From an optimization exercise on the open Yosys and OpenROAD flow, aimed at small area; shortcuts taken in it are not production practice. The RTL was checked by simulation tests, not by an equivalence proof against the original design. No activity file was given, so power comes from the tool's default toggle rates.

==> flow/design.v <==
`default_nettype none
package rv32i_pkg;
    localparam int xlen = 32;
    typedef logic [xlen-1:0] rv32i_word;
    typedef logic [4:0]      rv32i_reg;
    localparam rv32i_word reset_pc  = 32'h0000_0000;
    localparam rv32i_word nop_instr = 32'h0000_0013;
    typedef enum logic [6:0] {
        op_lui   = 7'b0110111,
        op_auipc = 7'b0010111,
        op_jal   = 7'b1101111,
        op_jalr  = 7'b1100111,
        op_br    = 7'b1100011,
        op_imm   = 7'b0010011,
        op_reg   = 7'b0110011
    } rv32i_opcode_t;
    typedef enum logic [3:0] {
        alu_add,
        alu_sub,
        alu_sll,
        alu_slt,
        alu_sltu,
        alu_xor,
        alu_srl,
        alu_sra,
        alu_or,
        alu_and,
        alu_pass_b
    } alu_ops_t;
    typedef enum logic [2:0] {
        beq  = 3'b000,
        bne  = 3'b001,
        blt  = 3'b100,
        bge  = 3'b101,
        bltu = 3'b110,
        bgeu = 3'b111
    } cmp_ops_t;
    typedef enum logic {
        rs1_out = 1'b0,
        pc_out  = 1'b1
    } alumux1_sel_t;
    typedef enum logic [2:0] {
        i_imm   = 3'd0,
        u_imm   = 3'd1,
        b_imm   = 3'd2,
        j_imm   = 3'd3,
        rs2_out = 3'd4
    } alumux2_sel_t;
endpackage
`default_nettype wire
`timescale 1ns/1ps
`default_nettype none
module rv32i_core
(
    input  logic        clk,
    input  logic        rst,
    output logic [31:0] fetch_pc,
    input  logic [31:0] fetch_instr,
    output logic        retire_valid,
    output logic [31:0] retire_pc,
    output logic [4:0]  retire_rd,
    output logic [31:0] retire_value
);
    logic [3:0]  ph;
    logic        clr;
    logic [1:0]  st;
    logic [31:0] R;
    logic [31:0] N;
    logic        ca;
    logic        cb;
    logic        z;
    wire last  = (ph == 4'd15);
    wire first = (ph == 4'd0);
    wire [31:0] ins = fetch_instr;
    wire [6:0]  opc = ins[6:0];
    wire [2:0]  f3  = ins[14:12];
    wire [6:0]  f7  = ins[31:25];
    wire [4:0]  rd  = ins[11:7];
    wire [4:0]  rs1 = ins[19:15];
    wire [4:0]  rs2 = ins[24:20];
    wire is_lui   = (opc == 7'b0110111);
    wire is_auipc = (opc == 7'b0010111);
    wire is_jal   = (opc == 7'b1101111);
    wire is_jalr  = (opc == 7'b1100111) && (f3 == 3'b000);
    wire is_br    = (opc == 7'b1100011) && (f3[2:1] != 2'b01);
    wire is_imm   = (opc == 7'b0010011) &&
                    ((f3 == 3'b001) ? (f7 == 7'b0000000) :
                     (f3 == 3'b101) ? (f7 == 7'b0000000 || f7 == 7'b0100000) : 1'b1);
    wire is_reg   = (opc == 7'b0110011) &&
                    (f7 == 7'b0000000 || (f7 == 7'b0100000 && (f3 == 3'b000 || f3 == 3'b101)));
    wire is_alu   = is_imm || is_reg;
    wire is_shift = is_alu && (f3[1:0] == 2'b01);
    wire is_slt   = is_alu && (f3[2:1] == 2'b01);
    wire legal    = is_lui || is_auipc || is_jal || is_jalr || is_br || is_alu;
    wire is_sub   = is_reg && (f3 == 3'b000) && ins[30];
    wire is_sra   = ins[30];
    wire two_reg  = is_reg || is_br;
    logic [1:0] fin;
    always_comb
    begin
        if (is_shift)
            fin = 2'd3;
        else if (is_slt)
            fin = is_reg ? 2'd2 : 2'd1;
        else if (is_reg)
            fin = 2'd1;
        else
            fin = 2'd0;
    end
    wire at_fin = (st == fin);
    wire cmp_slt = is_slt && (st == fin - 2'd1);
    logic [31:0] imm;
    always_comb
    begin
        if (is_lui || is_auipc)
            imm = {ins[31:12], 12'd0};
        else if (is_jal)
            imm = {{12{ins[31]}}, ins[19:12], ins[20], ins[30:21], 1'b0};
        else if (opc[6:2] == 5'b11000)
            imm = {{20{ins[31]}}, ins[7], ins[30:25], ins[11:8], 1'b0};
        else
            imm = {{21{ins[31]}}, ins[30:20]};
    end
    wire [1:0] immp = imm[{ph, 1'b0} +: 2];
    wire [1:0] pcp  = fetch_pc[{ph, 1'b0} +: 2];
    logic [1:0] tap [0:31];
    logic [1:0] rin;
    logic       wq;
    logic       clq;
    logic [4:0] rdq;
    wire        wr = !clr && legal && !is_br && at_fin && (rd != 5'd0);
    assign tap[0] = 2'b00;
    genvar gr;
    generate
        for (gr = 1; gr < 32; gr++)
        begin : g_reg
            logic [31:0] ring;
            wire we = clq || (wq && rdq == 5'(gr));
            always_ff @(posedge clk)
                ring <= {ring[1:0], we ? R[31:30] : ring[31:30], ring[29:2]};
            assign tap[gr] = ring[1:0];
        end
    endgenerate
    wire [4:0] ridx = (st == 2'd0 && two_reg) ? rs2 : rs1;
    wire [1:0] a    = tap[ridx];
    wire tgt_rev = is_br && (st == 2'd2);    
    wire use_pc  = is_auipc || is_jal || tgt_rev;
    wire use_imm = !two_reg || tgt_rev;
    wire inv     = is_sub || is_slt || (is_br && !tgt_rev);
    wire [1:0] op1  = is_lui ? 2'b00 : (use_pc ? pcp : a);
    wire [1:0] op2r = use_imm ? immp : N[1:0];
    wire [1:0] op2  = inv ? ~op2r : op2r;
    wire       cin  = first ? inv : ca;
    wire       c1   = (op1[0] & op2[0]) | (op1[0] & cin) | (op2[0] & cin);
    wire       cout = (op1[1] & op2[1]) | (op1[1] & c1) | (op2[1] & c1);
    wire [1:0] sum  = {op1[1] ^ op2[1] ^ c1, op1[0] ^ op2[0] ^ cin};
    wire zero  = (sum == 2'b00) && (first || z);
    wire lt    = (op1[1] ^ op2r[1]) ? op1[1] : sum[1];
    wire ltu   = !cout;
    wire taken = f3[0] ^ (f3[2] ? (f3[1] ? ltu : lt) : zero);
    logic [1:0] alu;
    always_comb
    begin
        case (f3)
            3'b100:  alu = op1 ^ op2r;
            3'b110:  alu = op1 | op2r;
            3'b111:  alu = op1 & op2r;
            default: alu = sum;
        endcase
        if (!is_alu)
            alu = sum;
    end
    wire       bcin  = (ph == 4'd1) ? 1'b1 : (first ? 1'b0 : cb);
    wire       bc1   = pcp[0] & bcin;
    wire [1:0] pc4   = {pcp[1] ^ bc1, pcp[0] ^ bcin};
    wire       bcout = pcp[1] & bc1;
    wire [4:0] sh    = rdq;
    wire       d     = cb;
    wire       fl    = z;
    wire       right = f3[2];
    wire [4:0] t     = right ? sh : (5'd0 - sh);
    wire [3:0] m     = t[4:1] + {3'd0, t[0]};
    wire [1:0] P     = N[{m, 1'b0} +: 2];
    wire [5:0] plo   = {1'b0, ph, 1'b0} + {1'b0, sh};
    wire [5:0] phi   = {1'b0, ph, 1'b1} + {1'b0, sh};
    wire       vlo   = right ? !plo[5] : ({ph, 1'b0} >= sh);
    wire       vhi   = right ? !phi[5] : ({ph, 1'b1} >= sh);
    wire       fill  = right && is_sra && fl;
    wire [1:0] shr   = t[0] ? {P[0], d} : P;
    wire [1:0] shx   = {vhi ? shr[1] : fill, vlo ? shr[0] : fill};
    logic [1:0] nin;
    always_comb
    begin
        rin = alu;
        nin = pc4;
        if (is_shift)
        begin
            case (st)
                2'd0:    rin = is_reg ? a : immp;
                2'd1:    nin = a;
                2'd2:
                begin
                    rin = shx;
                    nin = N[1:0];
                end
                default: rin = R[1:0];
            endcase
        end
        else
        begin
            if (two_reg && st == 2'd0)
                nin = a;
            if (is_br)
                rin = 2'b00;
            if (tgt_rev)
                nin = sum;
            if (is_slt)
                rin = {1'b0, first && fl};
            if (is_jal || is_jalr)
                rin = pc4;
            if (is_jal)
                nin = sum;
            else if (is_jalr)
                nin = {sum[1], sum[0] && !first};
        end
        if (clr)
        begin
            nin = 2'b00;
            rin = 2'b00;
        end
    end
    wire [31:0] R_d = {rin, R[31:2]};
    wire [31:0] N_d = {nin, N[31:2]};
    wire retire = !clr && legal && (is_br ? (st == 2'd2 || (st == 2'd1 && !taken)) : at_fin);
    wire load   = clr || !legal || retire;
    assign retire_valid = last && retire;
    assign retire_pc    = fetch_pc;
    assign retire_rd    = is_br ? 5'd0 : rd;
    assign retire_value = R_d;
    always_ff @(posedge clk)
    begin
        R  <= R_d;
        N  <= N_d;
        ca <= cout;
        wq  <= wr;
        clq <= clr;
        if (is_shift && (st == 2'd1 || st == 2'd2))
            cb <= (st == 2'd1 && m == 4'd0) ? a[1] : P[1];
        else
            cb <= bcout;
        if (is_shift && (st == 2'd1 || st == 2'd2))
            rdq <= rdq;
        else if (is_shift && st == 2'd0 && last)
            rdq <= R_d[4:0];
        else
            rdq <= rd;
        if (is_shift && st == 2'd2)
            z <= z;
        else if (last && is_shift && st == 2'd1)
            z <= a[1];
        else if (last && cmp_slt)
            z <= f3[0] ? ltu : lt;
        else
            z <= zero;
        if (rst)
        begin
            ph  <= 4'd0;
            clr <= 1'b1;
            st  <= 2'd0;
        end
        else
        begin
            ph <= ph + 4'd1;
            if (last)
            begin
                clr <= 1'b0;
                if (load)
                    fetch_pc <= N_d;
                if (load)
                    st <= 2'd0;
                else
                    st <= st + 2'd1;
            end
        end
    end
endmodule
`default_nettype wire
==> flow/config.mk <==
export PLATFORM = sky130hd
export DESIGN_NAME = rv32i_core
export DESIGN_NICKNAME = rv32i_core
export VERILOG_FILES = /design/flow/design.v
export SDC_FILE = /design/flow/constraint.sdc
export NUM_CORES = 4
export LEC_CHECK = 0
export ABC_AREA = 1
export CAP_MARGIN = 20
export CORE_MARGIN = 2
export CORE_UTILIZATION = 50
export CTS_CLUSTER_DIAMETER = 100
export CTS_CLUSTER_SIZE = 30
export SLEW_MARGIN = 20
==> flow/constraint.sdc <==
create_clock -name core_clock -period 10.0 [get_ports {clk}]
set_input_delay 2.0000 -clock core_clock [delete_from_list [all_inputs] [get_ports {clk}]]
set_output_delay 2.0000 -clock core_clock [all_outputs]
set_load 0.01 [all_outputs]
standard.sh (not shown) runs the stock make flow with config.mk's settings and CLKGATE_MAP_FILE= SYNTH_SCRIPT=/design/flow/synth_recipe.tcl, a recipe that flattens the netlist after the stock synthesis.
==> flow/flow/run.sh <==
#!/bin/bash
set -euo pipefail
rm -rf scripts_abc
cp -r "$FLOW_HOME/scripts" scripts_abc
cp flow/abc_area.script scripts_abc/abc_area.script
export SCRIPTS_DIR="$PWD/scripts_abc"
export CTS_ARGS="-sink_clustering_enable -repair_clock_nets -sink_clustering_size 21 -sink_clustering_max_diameter 55 -buf_list sky130_fd_sc_hd__clkbuf_8 -dont_use_dummy_load"
export BUFFER_PORTS_ARGS="-buffer_cell sky130_fd_sc_hd__buf_1"
bash standard.sh > standard_flow.log 2>&1
==> flow/flow/abc_area.script <==
strash
dch
map -a
strash
dch
map -a
strash
dch
map -a
strash
dch
map -a
topo
The first run completed with no timing, DRC or antenna violations.
Edit:
==> flow/flow/run.sh (replaced) <==
#!/bin/bash
set -euo pipefail
rm -rf scripts_abc
cp -r "$FLOW_HOME/scripts" scripts_abc
cp flow/abc_area.script scripts_abc/abc_area.script
export SCRIPTS_DIR="$PWD/scripts_abc"
export CTS_ARGS="-sink_clustering_enable -repair_clock_nets -sink_clustering_size 22 -sink_clustering_max_diameter 50 -buf_list sky130_fd_sc_hd__clkbuf_8 -dont_use_dummy_load"
export BUFFER_PORTS_ARGS="-buffer_cell sky130_fd_sc_hd__buf_1"
bash standard.sh > standard_flow.log 2>&1
==> flow/flow/abc_area.script (replaced) <==
strash
&get -n
&dch -f
&nf -R 1000
&put
strash
dch
map -a
strash
dch
map -a
topo
=>
- cell area went up by 0.31%
- setup slack gets better by 0.019 ns
- via count went down by about 1.1%
- utilization went up by 0.92 points
- non-clock buffer count went up by 9
- wire length went up by 0.74%
- synthesized area went down by 0.31%
- first-iteration DRC count went down by about 11%
- clock skew went up by 0.016 ns
- die area went down by 0.30%
- power went up by 0.87%
Edit:
==> flow/flow/run.sh (replaced) <==
#!/bin/bash
set -euo pipefail
rm -rf scripts_abc
cp -r "$FLOW_HOME/scripts" scripts_abc
cp flow/abc_area.script scripts_abc/abc_area.script
export SCRIPTS_DIR="$PWD/scripts_abc"
export CTS_ARGS="-sink_clustering_enable -repair_clock_nets -sink_clustering_size 21 -sink_clustering_max_diameter 55 -buf_list sky130_fd_sc_hd__clkbuf_8 -dont_use_dummy_load"
export BUFFER_PORTS_ARGS="-buffer_cell sky130_fd_sc_hd__buf_1"
bash standard.sh > standard_flow.log 2>&1
Outcome: The changed run completed without violations. Routed wire length is about the same. Worst setup slack loses 0.052 ns. Clock power went down by about 4%. Design area hardly moves. Fmax went down by 0.55%. Register-to-register slack stays flat. Non-clock buffer count is unchanged. Die area stays the same. Combinational power is about the same.
Edit:
==> flow/flow/abc_area.script (replaced) <==
strash
dch
amap
topo
The new run finished with timing, DRC and antenna clean.
Combinational power rises by 18%.
Setup slack degrades by 0.30 ns.
Fmax falls by 3.1%.
Utilization rises by 1.1 points.
Cell area rises by 3.3%.
Critical path depth rises by 4.

## re-timing with driven ports
In the flow no input, the clock included, has a driving cell. The finished layouts below were timed again as built, in two steps.
Step 1 sets driving cells, clkbuf_16 on the clock port and buf_2 on the other inputs (assumed; they add their load-dependent delay and slew).
Step 2 times the ports against the registers' clock, not the clock port: input delays grow and output delays shrink by t, the midpoint of the rising clock arrivals with the driver on.
Three values: ideal, step 1, step 2; two values: the first two.
run	t (ns)	setup slack, ns	hold slack, ns	worst slew at a driven data input, ns
the first run	0.692	0.578 / 0.525 / 0.525	0.279 / 0.279 / 0.279	0.06
the second run	0.683	0.598 / 0.565 / 0.565	0.236 / 0.236 / 0.236	0.05
the third run	0.693	0.546 / 0.513 / 0.513	0.251 / 0.251 / 0.251	0.05
the fourth run	0.700	0.247 / 0.213 / 0.213	0.258 / 0.258 / 0.258	0.04
After both steps setup and hold are still met in every run listed. The setup slack of the first run, which loses most, moves by -0.053 ns with the drivers and by -0.053 ns with both steps.
